Background: an optimization exercise with open tools, aiming at small area, a short achievable clock period and few clock cycles per item. Do not read the settings as production practice. Function was not checked in any run shown here: the RTL went through the layout flow alone. Power figures rest on the tool's default switching activity, not on a simulated workload.

<file path="run.sh">
#!/bin/bash
# synth_recipe.tcl (not shown) runs the flow's synth.tcl, then flattens the netlist and writes it again
# the make line also repeats each setting of config.mk as NAME=value (left out here)
make -C /OpenROAD-flow-scripts/flow DESIGN_CONFIG=/design/flow/config.mk WORK_HOME=/design/flow/orfs CLKGATE_MAP_FILE= SYNTH_SCRIPT=/design/flow/synth_recipe.tcl finish
</file>
<file path="design.v">
package bts_pkg;
    localparam int HEAP_SLOTS = 10;
    localparam int ADDR_W     = (HEAP_SLOTS > 1) ? $clog2(HEAP_SLOTS) : 1;
    localparam int CNT_W      = $clog2(HEAP_SLOTS + 1);
    localparam int SCORE_W   = 16;
    localparam int INDEX_W   = 16;
    localparam int BAND_W    = 15;
    localparam int CFG_IDX_W = 1;
    localparam int ENTRY_W   = SCORE_W + INDEX_W;
    localparam logic [CFG_IDX_W-1:0] CFG_BAND_LOW  = 1'b0;
    localparam logic [CFG_IDX_W-1:0] CFG_BAND_HIGH = 1'b1;
    localparam logic [BAND_W-1:0] BAND_LOW_RST  = 15'd8192;
    localparam logic [BAND_W-1:0] BAND_HIGH_RST = 15'd16384;
    localparam logic [1:0] KIND_CLEAR = 2'd0;
    localparam logic [1:0] KIND_OFFER = 2'd1;
    localparam logic [1:0] KIND_DRAIN = 2'd2;
    typedef logic [1:0] t_sel;
    localparam t_sel SEL_CUR = 2'd0;
    localparam t_sel SEL_L   = 2'd1;
    localparam t_sel SEL_R   = 2'd2;
    typedef struct packed {
        logic [1:0]                kind;
        logic signed [SCORE_W-1:0] score;
        logic [INDEX_W-1:0]        item_index;
    } t_in;
    typedef struct packed {
        logic [INDEX_W-1:0] sel_index;
        logic               sel_label;
        logic               sel_valid;
        logic               last;
    } t_out;
    typedef struct packed {
        logic signed [SCORE_W-1:0] score;
        logic [INDEX_W-1:0]        index;
    } t_entry;
endpackage
module bts_ram #(
    parameter int DEPTH = 16,
    parameter int WIDTH = 32,
    parameter int AW    = (DEPTH > 1) ? $clog2(DEPTH) : 1
) (
    input  logic             i_clk,
    input  logic             i_we,
    input  logic [AW-1:0]    i_waddr,
    input  logic [WIDTH-1:0] i_wdata,
    input  logic [AW-1:0]    i_raddr_a,
    input  logic [AW-1:0]    i_raddr_b,
    output logic [WIDTH-1:0] o_rdata_a,
    output logic [WIDTH-1:0] o_rdata_b
);
    logic [WIDTH-1:0] r_mem [DEPTH];
    always_ff @(posedge i_clk) begin
        if (i_we) begin
            r_mem[i_waddr] <= i_wdata;
        end
    end
    always_ff @(posedge i_clk) begin
        o_rdata_a <= r_mem[i_raddr_a];
        o_rdata_b <= r_mem[i_raddr_b];
    end
endmodule
module bts_cmp (
    input  logic                      i_neg,
    input  logic signed [bts_pkg::SCORE_W-1:0] i_cur,
    input  logic signed [bts_pkg::SCORE_W-1:0] i_l,
    input  logic                      i_l_ok,
    input  logic signed [bts_pkg::SCORE_W-1:0] i_r,
    input  logic                      i_r_ok,
    output logic [1:0]                o_sel
);
    logic signed [bts_pkg::SCORE_W-1:0] w_best;
    always_comb begin
        w_best = i_cur;
        o_sel  = bts_pkg::SEL_CUR;
        if (i_l_ok && (i_neg ? (i_l > w_best) : (i_l < w_best))) begin
            o_sel  = bts_pkg::SEL_L;
            w_best = i_l;
        end
        if (i_r_ok && (i_neg ? (i_r > w_best) : (i_r < w_best))) begin
            o_sel = bts_pkg::SEL_R;
        end
    end
endmodule
module band_topk_balanced_selector (
    input  logic                 i_clk,
    input  logic                 i_rst_n,
    input  logic                 i_in_valid,
    output logic                 o_in_ready,
    input  logic [33:0]          i_in_data,
    output logic                 o_out_valid,
    input  logic                 i_out_ready,
    output logic [18:0]          o_out_data,
    input  logic                 i_cfg_valid,
    output logic                 o_cfg_ready,
    input  logic [bts_pkg::CFG_IDX_W-1:0] i_cfg_index,
    input  logic [bts_pkg::BAND_W-1:0]    i_cfg_data
);
    localparam int NS     = bts_pkg::HEAP_SLOTS;      
    localparam int NP     = 2 * NS;                   
    localparam int SNAP_K = 6;                        
    localparam int LIVE_P = 2 * (NS - 1 - SNAP_K);    
    function automatic logic key_lt(input logic [14:0] a, input logic [14:0] b);
        logic r;
        r = 1'b0;
        for (int k = 0; k < 15; k++) begin
            r = (!a[k] && b[k]) || (!(a[k] && !b[k]) && r);
        end
        key_lt = r;
    endfunction
    logic [bts_pkg::BAND_W-1:0] r_band_low, r_band_high;
    logic        r_rdy;
    logic        r_inv;
    logic [1:0]  r_in_kind;
    logic        r_in_neg;
    logic [14:0] r_in_key;        
    logic [15:0] r_in_idx;
    logic        r_in_fresh;      
    logic        r_in_bok;        
    logic        r_txv;
    logic        r_tx_ins;        
    logic        r_tx_drain;
    logic        r_tx_clear;
    logic        r_tx_neg;
    logic [14:0] r_tx_key;
    logic [15:0] r_tx_idx;
    logic        r_w [2][NS];     
    logic        r_s [2][4];      
    logic [14:0] r_key  [2][NS];
    logic [15:0] r_idx  [2][NS];
    logic        r_used [2][NS];
    logic [3:0]  r_cnt  [2];
    logic        r_dbusy;
    logic        r_live_done;
    logic        r_mask [NP];
    logic [3:0]  r_rem [2];
    logic        r_remnz [2];
    logic        r_rem1 [2];
    logic [15:0] r_sidx  [2][SNAP_K+1];
    logic        r_sused [2][SNAP_K+1];
    logic        r_out_valid;
    logic [18:0] r_out;
    assign o_cfg_ready = 1'b1;
    assign o_in_ready  = r_rdy;
    assign o_out_valid = r_out_valid;
    assign o_out_data  = r_out;
    logic w_out_free;
    assign w_out_free = !r_out_valid || i_out_ready;
    always_ff @(posedge i_clk) begin
        if (!i_rst_n) begin
            r_band_low  <= bts_pkg::BAND_LOW_RST;
            r_band_high <= bts_pkg::BAND_HIGH_RST;
        end else if (i_cfg_valid) begin
            if (i_cfg_index == bts_pkg::CFG_BAND_LOW) begin
                r_band_low <= i_cfg_data;
            end else begin
                r_band_high <= i_cfg_data;
            end
        end
    end
    logic w_acc, w_blocked, w_exec, w_mv;
    logic w_do_ins, w_do_drain, w_do_clear;
    assign w_acc      = i_in_valid && r_rdy;
    assign w_blocked  = r_dbusy && (!r_live_done || r_tx_drain);
    assign w_exec     = r_txv && !w_blocked;
    assign w_mv       = r_inv && (!r_txv || w_exec);
    assign w_do_ins   = w_exec && r_tx_ins;
    assign w_do_drain = w_exec && r_tx_drain;
    assign w_do_clear = w_exec && r_tx_clear;
    always_ff @(posedge i_clk) begin
        if (w_acc) begin
            r_in_kind  <= i_in_data[33:32];
            r_in_neg   <= i_in_data[31];
            r_in_idx   <= i_in_data[15:0];
        end
        if (w_acc) r_in_key <= i_in_data[31] ? ~i_in_data[30:16] : i_in_data[30:16];
    end
    logic [14:0] w_in_u;
    logic [15:0] w_in_mag;
    logic        w_in_band;
    logic        w_in_bok;
    assign w_in_u    = r_in_key;
    assign w_in_mag  = {1'b0, w_in_u} + {15'd0, r_in_neg};
    assign w_in_band = (w_in_mag > {1'b0, r_band_low}) && (w_in_mag < {1'b0, r_band_high});
    assign w_in_bok  = r_in_fresh ? w_in_band : r_in_bok;
    always_ff @(posedge i_clk) begin
        r_in_fresh <= w_acc;
        r_in_bok   <= w_in_bok;
    end
    logic w_gl   [2][NS];
    logic w_gr   [2][NS];
    logic w_path [2][NS];
    always_comb begin
        for (int h = 0; h < 2; h++) begin
            for (int i = 0; i < NS; i++) begin
                w_gl[h][i]   = 1'b0;
                w_gr[h][i]   = 1'b0;
                w_path[h][i] = 1'b0;
            end
            for (int c = 0; c < NS; c++) begin
                if (2 * c + 2 < NS) begin
                    w_gl[h][c] = r_w[h][2*c+1] && !r_s[h][c];
                    w_gr[h][c] = r_w[h][2*c+1] ? r_s[h][c] : r_w[h][2*c+2];
                end else if (2 * c + 1 < NS) begin
                    w_gl[h][c] = r_w[h][2*c+1];
                end
            end
            w_path[h][0] = w_do_ins && (r_tx_neg == h[0]) && r_w[h][0];
            for (int c = 0; c < NS; c++) begin
                if (2 * c + 1 < NS) w_path[h][2*c+1] = w_path[h][c] && w_gl[h][c];
                if (2 * c + 2 < NS) w_path[h][2*c+2] = w_path[h][c] && w_gr[h][c];
            end
        end
    end
    always_ff @(posedge i_clk) begin
        for (int h = 0; h < 2; h++) begin
            for (int i = 0; i < NS; i++) begin
                if (w_path[h][i]) begin
                    if (w_gl[h][i]) begin
                        r_key[h][i] <= r_key[h][(2*i+1) % NS];
                        r_idx[h][i] <= r_idx[h][(2*i+1) % NS];
                    end else if (w_gr[h][i]) begin
                        r_key[h][i] <= r_key[h][(2*i+2) % NS];
                        r_idx[h][i] <= r_idx[h][(2*i+2) % NS];
                    end else begin
                        r_key[h][i] <= r_tx_key;
                        r_idx[h][i] <= r_tx_idx;
                    end
                end
            end
        end
    end
    always_ff @(posedge i_clk) begin
        for (int h = 0; h < 2; h++) begin
            for (int i = 0; i < NS; i++) begin
                if (!i_rst_n || w_do_clear) begin
                    r_used[h][i] <= 1'b0;
                end else if (w_path[h][i]) begin
                    if (w_gl[h][i]) begin
                        r_used[h][i] <= r_used[h][(2*i+1) % NS];
                    end else if (w_gr[h][i]) begin
                        r_used[h][i] <= r_used[h][(2*i+2) % NS];
                    end else begin
                        r_used[h][i] <= 1'b1;
                    end
                end
            end
            if (!i_rst_n || w_do_clear) begin
                r_cnt[h] <= 4'd0;
            end else if (w_path[h][0] && !r_used[h][0]) begin
                r_cnt[h] <= r_cnt[h] + 4'd1;
            end
        end
    end
    logic w_wk [2][NS];
    logic w_wv [2];
    logic w_wn [2][NS];
    logic w_sn [2][4];
    logic w_eq [2][4];    
    always_comb begin
        for (int h = 0; h < 2; h++) begin
            for (int j = 0; j < NS; j++) begin
                w_wk[h][j] = !r_used[h][j] || key_lt(r_key[h][j], r_in_key);
            end
            w_wv[h] = key_lt(r_tx_key, r_in_key);
            for (int i = 0; i < NS; i++) begin
                if (w_do_clear) begin
                    w_wn[h][i] = 1'b1;
                end else if (w_path[h][i]) begin
                    if (w_gl[h][i]) begin
                        w_wn[h][i] = w_wk[h][(2*i+1) % NS];
                    end else if (w_gr[h][i]) begin
                        w_wn[h][i] = w_wk[h][(2*i+2) % NS];
                    end else begin
                        w_wn[h][i] = w_wv[h];
                    end
                end else begin
                    w_wn[h][i] = w_wk[h][i];
                end
            end
            for (int c = 0; c < 4; c++) begin
                w_eq[h][c] = (r_tx_key == r_key[h][2*c+1]);
            end
        end
    end
    always_comb begin
        for (int h = 0; h < 2; h++) begin
            for (int c = 0; c < 4; c++) begin
                w_sn[h][c] = r_s[h][c];
            end
            if (w_do_clear) begin
                for (int c = 0; c < 4; c++) w_sn[h][c] = 1'b0;
            end else begin
                if (w_path[h][1]) begin
                    if (w_gl[h][1])      w_sn[h][0] = r_used[h][3] && (!r_used[h][2] || key_lt(r_key[h][2], r_key[h][3]));
                    else if (w_gr[h][1]) w_sn[h][0] = r_used[h][4] && (!r_used[h][2] || key_lt(r_key[h][2], r_key[h][4]));
                    else                 w_sn[h][0] = r_w[h][2];
                end else if (w_path[h][2]) begin
                    if (w_gl[h][2])      w_sn[h][0] = r_used[h][1] && (!r_used[h][5] || key_lt(r_key[h][5], r_key[h][1]));
                    else if (w_gr[h][2]) w_sn[h][0] = r_used[h][1] && (!r_used[h][6] || key_lt(r_key[h][6], r_key[h][1]));
                    else                 w_sn[h][0] = !r_w[h][1] && !w_eq[h][0];
                end
                if (w_path[h][3]) begin
                    if (w_gl[h][3])      w_sn[h][1] = r_used[h][7] && (!r_used[h][4] || key_lt(r_key[h][4], r_key[h][7]));
                    else if (w_gr[h][3]) w_sn[h][1] = r_used[h][8] && (!r_used[h][4] || key_lt(r_key[h][4], r_key[h][8]));
                    else                 w_sn[h][1] = r_w[h][4];
                end else if (w_path[h][4]) begin
                    if (w_gl[h][4])      w_sn[h][1] = r_used[h][3] && (!r_used[h][9] || key_lt(r_key[h][9], r_key[h][3]));
                    else                 w_sn[h][1] = !r_w[h][3] && !w_eq[h][1];
                end
                if (w_path[h][5])      w_sn[h][2] = r_w[h][6];
                else if (w_path[h][6]) w_sn[h][2] = !r_w[h][5] && !w_eq[h][2];
                if (w_path[h][7])      w_sn[h][3] = r_w[h][8];
                else if (w_path[h][8]) w_sn[h][3] = !r_w[h][7] && !w_eq[h][3];
            end
        end
    end
    always_ff @(posedge i_clk) begin
        for (int h = 0; h < 2; h++) begin
            for (int c = 0; c < 4; c++) begin
                if (!i_rst_n) r_s[h][c] <= 1'b0;
                else          r_s[h][c] <= w_sn[h][c];
            end
        end
    end
    always_ff @(posedge i_clk) begin
        if (w_mv) begin
            r_tx_ins   <= (r_in_kind == bts_pkg::KIND_OFFER) && w_in_bok;
            r_tx_drain <= (r_in_kind == bts_pkg::KIND_DRAIN);
            r_tx_clear <= (r_in_kind == bts_pkg::KIND_CLEAR);
            r_tx_neg   <= r_in_neg;
            r_tx_idx   <= r_in_idx;
            r_tx_key   <= r_in_key;
            for (int h = 0; h < 2; h++) begin
                for (int i = 0; i < NS; i++) r_w[h][i] <= w_wn[h][i];
            end
        end
    end
    always_ff @(posedge i_clk) begin
        if (w_do_drain) begin
            for (int h = 0; h < 2; h++) begin
                for (int i = 0; i <= SNAP_K; i++) begin
                    r_sidx[h][i]  <= r_idx[h][i];
                    r_sused[h][i] <= r_used[h][i];
                end
            end
        end
    end
    logic [3:0]  w_n;
    logic        w_nz;
    logic [3:0]  w_cur_rem [2];
    logic [3:0]  w_nxt_rem [2];
    logic        w_remnz [2];
    logic        w_active;
    logic        w_ld;
    logic        w_pused [NP];
    logic [15:0] w_pidx [NP];
    logic        w_cand [NP];
    logic        w_after [NP];
    logic        w_found;
    logic        w_side;
    logic [15:0] w_sel_idx;
    logic        w_last;
    logic        w_emit;
    logic        w_live_left;
    logic        w_nxt_dbusy;
    logic        w_nxt_live_done;
    assign w_ld = r_dbusy && r_live_done;
    always_comb begin
        for (int j = 0; j < NP; j++) begin
            if (j < LIVE_P) begin
                w_pused[j] = r_used[j % 2][NS - 1 - j / 2] && !w_ld;
                w_pidx[j]  = r_idx[j % 2][NS - 1 - j / 2];
            end else begin
                w_pused[j] = r_sused[j % 2][(NS - 1 - j / 2) % (SNAP_K + 1)] && r_dbusy;
                w_pidx[j]  = r_sidx[j % 2][(NS - 1 - j / 2) % (SNAP_K + 1)];
            end
        end
        w_n  = (r_cnt[0] < r_cnt[1]) ? r_cnt[0] : r_cnt[1];
        w_nz = (r_cnt[0] != 4'd0) && (r_cnt[1] != 4'd0);
        w_cur_rem[0] = r_dbusy ? r_rem[0] : w_n;
        w_cur_rem[1] = r_dbusy ? r_rem[1] : w_n;
        w_remnz[0]   = r_dbusy ? r_remnz[0] : w_nz;
        w_remnz[1]   = r_dbusy ? r_remnz[1] : w_nz;
        w_active     = r_dbusy || w_do_drain;
        w_found   = 1'b0;
        w_side    = 1'b0;
        w_sel_idx = '0;
        for (int j = 0; j < NP; j++) begin
            w_after[j] = w_found;
            w_cand[j]  = (!r_dbusy || r_mask[j]) && w_pused[j] && w_remnz[j % 2];
            if (w_cand[j] && !w_found) begin
                w_side    = j[0];
                w_sel_idx = w_pidx[j];
            end
            w_found = w_found || w_cand[j];
        end
        w_last = r_dbusy && (w_side ? (r_rem1[1] && !r_remnz[0]) : (r_rem1[0] && !r_remnz[1]));
        w_emit = w_active && w_out_free && (w_found || (!w_remnz[0] && !w_remnz[1]));
        w_nxt_rem[0] = w_cur_rem[0];
        w_nxt_rem[1] = w_cur_rem[1];
        if (w_found && w_out_free) begin
            if (w_side) w_nxt_rem[1] = w_cur_rem[1] - 4'd1;
            else        w_nxt_rem[0] = w_cur_rem[0] - 4'd1;
        end
        w_live_left = 1'b0;
        for (int j = 0; j < LIVE_P; j++) begin
            w_live_left = w_live_left ||
                ((w_found && w_out_free ? w_after[j] : (!r_dbusy || r_mask[j])) &&
                 r_used[j % 2][NS - 1 - j / 2] && (w_nxt_rem[j % 2] != 4'd0));
        end
        if (w_emit) w_nxt_dbusy = w_found && !w_last;
        else        w_nxt_dbusy = w_active;
        w_nxt_live_done = w_active && (w_ld || !w_live_left);
    end
    always_ff @(posedge i_clk) begin
        if (!i_rst_n) begin
            r_dbusy     <= 1'b0;
            r_out_valid <= 1'b0;
            r_live_done <= 1'b0;
        end else begin
            r_dbusy     <= w_nxt_dbusy;
            r_live_done <= w_nxt_live_done;
            if (w_emit) begin
                r_out_valid <= 1'b1;
            end else if (i_out_ready) begin
                r_out_valid <= 1'b0;
            end
        end
    end
    always_ff @(posedge i_clk) begin
        if (w_emit) begin
            r_out <= w_found ? {w_sel_idx, w_side, 1'b1, w_last} : {16'd0, 1'b0, 1'b0, 1'b1};
        end
        if (w_active) begin
            for (int j = 0; j < NP; j++) begin
                r_mask[j] <= (w_found && w_out_free) ? w_after[j] : (r_mask[j] || !r_dbusy);
            end
            for (int h = 0; h < 2; h++) begin
                r_rem[h]   <= w_nxt_rem[h];
                r_remnz[h] <= (w_nxt_rem[h] != 4'd0);
                r_rem1[h]  <= (w_nxt_rem[h] == 4'd1);
            end
        end
    end
    logic w_nxt_inv, w_nxt_txv, w_nxt_tx_drain;
    always_comb begin
        w_nxt_inv      = w_acc || (r_inv && !w_mv);
        w_nxt_txv      = w_mv || (r_txv && !w_exec);
        w_nxt_tx_drain = w_mv ? (r_in_kind == bts_pkg::KIND_DRAIN) : r_tx_drain;
    end
    always_ff @(posedge i_clk) begin
        if (!i_rst_n) begin
            r_inv <= 1'b0;
            r_txv <= 1'b0;
            r_rdy <= 1'b1;
        end else begin
            r_inv <= w_nxt_inv;
            r_txv <= w_nxt_txv;
            r_rdy <= !w_nxt_inv || !w_nxt_txv || !w_nxt_dbusy ||
                     (w_nxt_live_done && !w_nxt_tx_drain);
        end
    end
endmodule
</file>
<file path="constraint.sdc">
create_clock -name core_clock -period 8.0 [get_ports {i_clk}]
set_input_delay 1.6000 -clock core_clock [delete_from_list [all_inputs] [get_ports {i_clk}]]
set_output_delay 1.6000 -clock core_clock [all_outputs]
set_load 0.01 [all_outputs]
</file>
<file path="config.mk">
export PLATFORM = sky130hd
export DESIGN_NAME = band_topk_balanced_selector
export DESIGN_NICKNAME = band_topk_balanced_selector
export VERILOG_FILES = /design/flow/design.v
export SDC_FILE = /design/flow/constraint.sdc
export NUM_CORES = 4
export LEC_CHECK = 0
export CAP_MARGIN = 20
export CORE_MARGIN = 2
export CORE_UTILIZATION = 40
export SETUP_SLACK_MARGIN = 4.5
export SLEW_MARGIN = 20
</file>
==> summary.txt, run 1 <==
Status
  – Outcome: finished clean

STA
  – Tmin final: 3.85 ns
  – RSZ-0062 raised after global routing: yes
  – Final Setup Violations: 0
  – Max-Slew Margin vs Limit: 4.56%
  – Fmax: 260 MHz
  – Pins Over Slew Limit: 0
  – Clk_skew: 0.0822 ns
  – Fin crit share: 48.1%
  – Final hold vios: 0
  – Worst hold slack: 0.416 ns
  – Worst-Margin Slew: 1.43 ns
  – Setup TNS Final: 0 ns
  – Worst setup margin: 4.15 ns

Clocking
  – H-tree depth: 3
  – Clock Sinks: 1,072
  – Root Buffer Master: clkbuf_16
  – Reg clk slew, reported paths: 0.06 ns
  – Post-CTS Hold Buffers: 0
  – Clk latency of the worst-skew pair: 0.80 ns
  – CTS Buffer Depth: 3
  – CTS buffer count: 114
  – CTS tree: built

Finish
  – Layout cells sized above 1: 19.8%
  – Layout Nets: 4,898
  – # fillers: 11,372
  – Post-layout util: 48.9%
  – Register area: 0.0315 mm^2
  – Final design area excluding fillers: 0.0633 mm^2
  – Footprint of the multi-input gates: 0.0207 mm^2
  – Area Overhead vs Synth: 21.3%
  – Post-Layout Cell Count: 6,639

Worst setup path
  – Worst path required time: 8.69 ns
  – Setup crit end kind: flop
  – Crit path DAT: 4.54 ns
  – Crit-path max FO: 7
  – Critical path startpoint category: flop
  – Crit path kind: flop to flop
  – FF-to-FF Start: r_cnt[0][0]
  – CP startpoint: r_cnt[0][0]
  – Reg2Reg Setup Slack: 4.15 ns

Power and ir drop
  – Power Density: 193 mW/mm^2
  – Cell Int Power: 9.25 mW
  – Logic pwr share: 6.5%
  – Switch Pwr: 2.94 mW
  – Power Total: 12.2 mW
  – Net Sw Frac: 24.1%
  – Clock power frac: 42.6%
  – Peak supply drop: 191 uV
  – Reg power frac: 50.9%
  – LEAKAGE: 21.3 nW

Placement
  – Cells after DPL: 6,205
  – Routability cong.: 0.914
  – I/O Buffers: 75
  – Post-placement cell area: 0.0552 mm^2
  – Post-place setup slack: 3.08 ns
  – Hpwl dp: 125,000 um

Route
  – ANT nets after route: 0
  – Wire length per cell: 29.6 um
  – Routed Wire Length: 196,000 um
  – DRT Pass-1 Iters: 9
  – Drt drc: 0
  – Total number of vias: 41,655
  – Vias/cell: 6.27
  – Number of DRC markers in iteration 0: 6,532

Synthesis
  – Synth Cell Area: 0.0522 mm^2
  – Yosys reg bits: 1,072
  – Syn nets: 4,640
  – Synth area leader: edfxtp_1
  – Post-synth ARST share: 0%
  – Top_reg_cell synth: edfxtp_1
  – Synth cell count leaders: edfxtp_1, nand2_1, nor2_1
  – Top post-synthesis cells by area: edfxtp_1, nand2_1, maj3_1, dfxtp_1, a22oi_1
  – Distinct cells, synth: 105
  – Most numerous cell in the Yosys netlist: edfxtp_1
  – Post-synthesis sequential area ratio: 60.3%
  – Post-synth EDFFs: 997
  – Synth warn: 28
  – Avg Synthesized Cell Area: 11.5 um^2
  – Post-Synthesis Cells: 4,545
  – Synth top area share: 57.4%

Run
  – Maxcap violations: 0

Global route
  – GRT Total Usage: 28.5%
  – GRT overflow: 0
  – Pin count of the biggest net entering global routing: 79
  – Initial antenna violation count: 2
  – First-pass GRT wire length: 278,000 um
  – Vias in the first global route: 39,186

Die
  – Die Y: 365 um
  – FP Rows: 132
  – Core Area: 0.129 mm^2
  – I/O Pins: 77
  – Starting density of the core: 40.3%
  – Die ar.: 0.133 mm^2
  – Die X: 365 um

Worst hold path
  – Hold crit path type: flop to flop
  – Worst hold start: r_idx[10][14]
registers in the layout, indices dropped and copies added (netlist names), 14 cells and up:
register	flops
r_mask	20
r_in_idx	16
r_w	20
r_sused	14
r_band_high	15
r_in_key	15
r_band_low	15
r_idx	320
r_key	300
r_tx_key	15
r_sidx	224
r_tx_idx	16
r_out	19
r_used	20
power groups by stage:
| stage | Clock, mW | Combinational [mW] | Sequential [mW] |
|---|---|---|---|
| after global placement | 0 | 0.599 | 6.32 |
| after detailed placement | 0 | 0.606 | 6.32 |
| final | 5.19 | 0.793 | 6.20 |
| after CTS | 5.23 | 0.742 | 6.20 |
| after global routing | 5.44 | 0.831 | 6.20 |
| after floorplan | 0 | 0.361 | 6.29 |
cell usage in the layout (no fill, tap or decap), types with 61 or more instances in the layout:
master,netlist,routed
o21ai_0,196,167
a21oi_1,163,142
edfxtp_1,997,997
xor2_1,81,80
maj3_2,8,61
maj3_1,151,98
nor2_1,357,323
clkdlybuf4s50_1,0,75
nand2_1,511,488
inv_1,265,248
buf_4,1,225
nand3_1,73,66
clkbuf_16,0,116
o22ai_1,157,153
xnor2_1,82,80
a22oi_1,180,174
dfxtp_1,75,70
final timing paths:
| kind | cells past startpoint | end |
|---|---|---|
| min reg2reg | 0 | r_sidx[7][14] |
| max reg2reg | 18 | r_rdy |
| max | 18 | r_rdy |
| min | 0 | r_sidx[7][14] |
per-layer routing:
layer	vias to the layer above	global-route usage (%)	wire length, um
li1	17775	-	-
met1	20512	39.0	77300
met2	2853	43.6	86500
met3	513	5.89	22500
met4	2	12.7	9900
met5	-	0	20
critical path, stage by stage (launching register included):
cell and delay [ns]:
dfxtp_4 0.34, inv_2 0.04, ha_2 0.15, nor3b_4 0.26
buf_4 0.17, o31ai_2 0.07, a222oi_1 0.57, nand4_4 0.19
buf_12 0.19, a311oi_4 0.25, buf_6 0.19, a31oi_4 0.11
buf_12 0.18, nor3_2 0.10, a31oi_1 0.07, a222oi_1 0.43
a31oi_1 0.11, a2bb2oi_2 0.19, o211ai_2 0.14
logic make-up (layout without fill, tap and decap cells):
logic type | after synthesis | after routing | share of synthesized area [%]
compound gates | 1214 | 1214 | 16.3
xor+xnor | 163 | 163 | 2.74
fa+ha+maj | 199 | 199 | 4.03
buf+inv | 554 | 895 | 4.21
flops | 1072 | 1072 | 60.3
mux | 64 | 64 | 1.36
other cells | 1 | 3 | 0.00719
simple gates | 1278 | 1287 | 11.1
timing repair:
item / CTS / global route
endpoints found under the setup margin: 474 / 161
pin swaps: 145 / 151
gates cloned: 14 / 8
resized for setup: 361 / 208
buffers inserted: 132 / 69
cell type report:
| class | count | area share (%) |
|---|---|---|
| repair buffers | 407 | 6.65 |
| flip-flops and latches | 1072 | 49.7 |
| multi-input cells | 2928 | 32.7 |
| well taps | 1742 | 3.45 |
| clock buffers | 146 | 4.76 |
| diodes | 2 | 0.00791 |
| clock inverters | 62 | 0.920 |
| repair inverters | 4 | 0.0475 |
| inverters | 276 | 1.79 |
==> run 2, diff against run 1 <==
--- a/design.v
+++ b/design.v
@@ -100,12 +100,17 @@
     localparam int SNAP_K = 6;                        
     localparam int LIVE_P = 2 * (NS - 1 - SNAP_K);    
     function automatic logic key_lt(input logic [14:0] a, input logic [14:0] b);
-        logic r;
-        r = 1'b0;
-        for (int k = 0; k < 15; k++) begin
-            r = (!a[k] && b[k]) || (!(a[k] && !b[k]) && r);
+        logic [15:0] l;
+        logic [15:0] e;
+        l = {1'b0, ~a & b};
+        e = {1'b1, ~(a ^ b)};
+        for (int w = 1; w < 16; w = w * 2) begin
+            for (int k = 0; k < 16; k = k + 2 * w) begin
+                l[k] = l[k+w] || (e[k+w] && l[k]);
+                e[k] = e[k+w] && e[k];
+            end
         end
-        key_lt = r;
+        key_lt = l[0];
     endfunction
     logic [bts_pkg::BAND_W-1:0] r_band_low, r_band_high;
     logic        r_rdy;
==> summary.txt, run 2 <==
Status
  – Outcome: finished clean

STA
  – Max-Slew Margin vs Limit: 18.5%
  – Final Setup Violations: 0
  – Worst-Margin Slew: 1.22 ns
  – RSZ-0062 raised after global routing: yes
  – Fin crit share: 44.3%
  – Final hold vios: 0
  – Clk_skew: 0.0494 ns
  – Pins Over Slew Limit: 0
  – Setup TNS Final: 0 ns
  – Fmax: 282 MHz
  – Tmin final: 3.54 ns

Synthesis
  – Post-Synthesis Cells: 4,780
  – Post-synth ARST share: 0%
  – Post-synth EDFFs: 997
  – Synth warn: 28
  – Syn nets: 5,365
  – Yosys reg bits: 1,072
  – Top_reg_cell synth: edfxtp_1
  – Synth top area share: 53.4%
  – Synth cell count leaders: edfxtp_1, ha_1, nand2_1
  – Most numerous cell in the Yosys netlist: edfxtp_1
  – Avg Synthesized Cell Area: 11.7 um^2
  – Synth area leader: edfxtp_1
  – Synth Cell Area: 0.0561 mm^2
  – Post-synthesis sequential area ratio: 56.1%
  – Distinct cells, synth: 89
  – Top post-synthesis cells by area: edfxtp_1, ha_1, nand2_1, dfxtp_1, a22oi_1

Global route
  – First-pass GRT wire length: 286,000 um
  – Pin count of the biggest net entering global routing: 169
  – Initial antenna violation count: 7
  – GRT overflow: 0
  – GRT Total Usage: 27.8%
  – Vias in the first global route: 40,085

Die
  – Die Y: 378 um
  – I/O Pins: 77
  – Core Area: 0.139 mm^2
  – Die ar.: 0.143 mm^2
  – FP Rows: 137
  – Die X: 378 um
  – Starting density of the core: 40.2%

Worst hold path
  – Hold crit path type: flop to flop
  – Hold depth: 0
  – Worst hold start: r_idx[10][5]
  – Hold EP: r_sidx[7][5]

Finish
  – Final design area excluding fillers: 0.0646 mm^2
  – Register area: 0.0314 mm^2
  – Most frequent cells in the layout: edfxtp_1, ha_1, nand2_1
  – Largest reg by FF count: r_idx
  – Area Overhead vs Synth: 15.3%
  – Layout Nets: 5,532
  – Layout cells sized above 1: 10.7%
  – Post-layout util: 46.4%
  – Commonest non-fill, non-tap cell in the layout: edfxtp_1
  – Regs by FF count: r_idx x320, r_key x300, r_sidx x224
  – Max reg flops: 320
  – # fillers: 12,544
  – Footprint of the multi-input gates: 0.0230 mm^2

Clocking
  – CTS buffer count: 117
  – Root Buffer Master: clkbuf_16
  – CTS tree: built
  – CTS Buffer Depth: 3
  – Clk latency of the worst-skew pair: 0.77 ns
  – Clock Sinks: 1,072
  – Post-CTS Hold Buffers: 0
  – Reg clk slew, reported paths: 0.06 ns
  – H-tree depth: 3

Route
  – Routed Wire Length: 202,000 um
  – DRT Pass-1 Iters: 10
  – ANT nets after route: 0
  – Total number of vias: 42,151
  – Drt drc: 0
  – Wire length per cell: 29.2 um
  – Vias/cell: 6.09
  – Number of DRC markers in iteration 0: 5,629

Placement
  – Routability cong.: 0.978
  – I/O Buffers: 75
  – Post-placement cell area: 0.0595 mm^2
  – Hpwl dp: 139,000 um

Worst setup path
  – Reg2Reg Setup Slack: 4.46 ns
  – Crit path kind: flop to flop
  – Crit path DAT: 4.13 ns
  – Setup crit end kind: flop
  – Worst path required time: 8.58 ns
  – Critical path startpoint category: flop
  – Crit-path max FO: 15
  – Cells on worst reg2reg path: 15
  – Reg2reg end: r_tx_ins
  – FF-to-FF Start: r_in_key[3]

Power and ir drop
  – Power Density: 197 mW/mm^2
  – LEAKAGE: 24.6 nW
  – Peak supply drop: 198 uV

Run
  – Maxcap violations: 0
-- run 2: cell count changes after synthesis, sizes merged, moves of 41 or more --
| cell | previous run | this run |
|---|---|---|
| ha | 40 | 530 |
| maj3 | 159 | 1 |
| inv | 267 | 379 |
| nor2 | 358 | 269 |
| nand2 | 514 | 429 |
| a21o | 27 | 105 |
| o21a | 14 | 74 |
| a221oi | 77 | 21 |
| nand4 | 30 | 82 |
| clkbuf | 209 | 168 |
| o22ai | 157 | 116 |
-- run 2: through the flow --
stage	total power, mW	cells	setup slack [ns]	hold slack [ns]
global route	13.1	6923	4.30	0.421
finish	12.7	6924	4.46	0.412
global placement	7.05	6642	3.27	0.401
detailed placement	7.07	6643	3.15	0.405
floorplan	6.74	4780	-0.170	0.400
CTS	12.8	6903	4.37	0.418
-- run 2: metal layers --
metal  track usage, %  up-vias  part of all wire [%]
li1                 -    18368                     -
met1             39.0    20711                    41
met2             41.0     2613                    42
met3             7.40      455                    12
met4             10.4        4                   4.0
met5                0        -                 0.015
-- run 2: cell type report --
type	instances	area share [%]
Clock buffer	143	4.87
Inverter	379	2.27
Sequential cell	1072	48.6
Multi-Input combinational cell	3124	35.6
Timing Repair Buffer	249	3.56
Timing Repair inverter	4	0.0406
Tap cell	1876	3.63
Antenna cell	1	0.00387
Clock inverter	76	1.42
-- run 2: kinds of logic after synthesis --
kind of cell	Yosys count	share of synthesized area, %
compound gates	1223	14.7
simple gates	1159	9.94
flops	1072	56.1
buf+inv	590	4.03
fa+ha+maj	531	11.8
xor+xnor	161	2.52
mux	43	0.848
other cells	1	0.00669
-- run 2: report_power, final --
| group | internal [mW] | total [mW] | switching (mW) |
|---|---|---|---|
| Sequential | 6.16 | 6.23 | 0.0691 |
| Clock | 3.36 | 5.74 | 2.38 |
| Combinational | 0.282 | 0.781 | 0.499 |
| Total | 9.80 | 12.7 | 2.95 |
-- run 2: worst max path at each step --
stage / slack, ns / from / end
after detailed placement: 3.15 / r_dbusy / r_w[13]
after global placement: 3.27 / r_dbusy / r_s[1]
after global routing: 4.30 / r_in_key[4] / r_tx_ins
after floorplan: -0.17 / r_dbusy / r_rdy
final: 4.46 / r_in_key[3] / r_tx_ins
after CTS: 4.37 / r_in_key[0] / r_tx_ins
-- run 2: critical path, cell delays in order (launching register included) --
cell and delay (ns):
edfxtp_1 0.32, buf_4 0.30, buf_8 0.25, nand3_4 0.12, nor2_4 0.14, and3_4 0.20
and3_4 0.20, nand3_2 0.10, xnor2_2 0.17, ha_1 0.32, o21ai_0 0.11, a211o_1 0.28
a311oi_2 0.21, o21ai_2 0.12, a211o_1 0.33, a21oi_4 0.20
-- run 2: what timing repair did --
item,in CTS,in global routing
gates cloned,9,1
resized for setup,59,69
setup endpoints to repair,490,186
pin swaps,13,19
buffers inserted,32,18

==> what the ideal ports hide <==
Ports are ideal in the flow. The routed layouts listed here were re-timed in OpenROAD. Step 1, drivers: a clkbuf_16 drives i_clk and a buf_2 each remaining input, both assumed. Step 2 times the ports against the registers' clock, not the clock port: input delays grow and output delays shrink by t, the midpoint of the rising clock arrivals with the driver on. Three values: ideal, step 1, step 2; two values: the first two.
| run | shift t [ns] | setup WS [ns] | worst setup path after step 2 |
|---|---|---|---|
| run 1 | 0.830 | 4.152 / 4.152 / 3.921 | input to register |
| run 2 | 0.819 | 4.458 / 4.458 / 3.913 | input to register |
After both steps setup and hold are still met in every run listed. For run 2, which loses most, drivers alone change the setup slack by 0.000 ns; drivers and shift together by -0.545 ns.
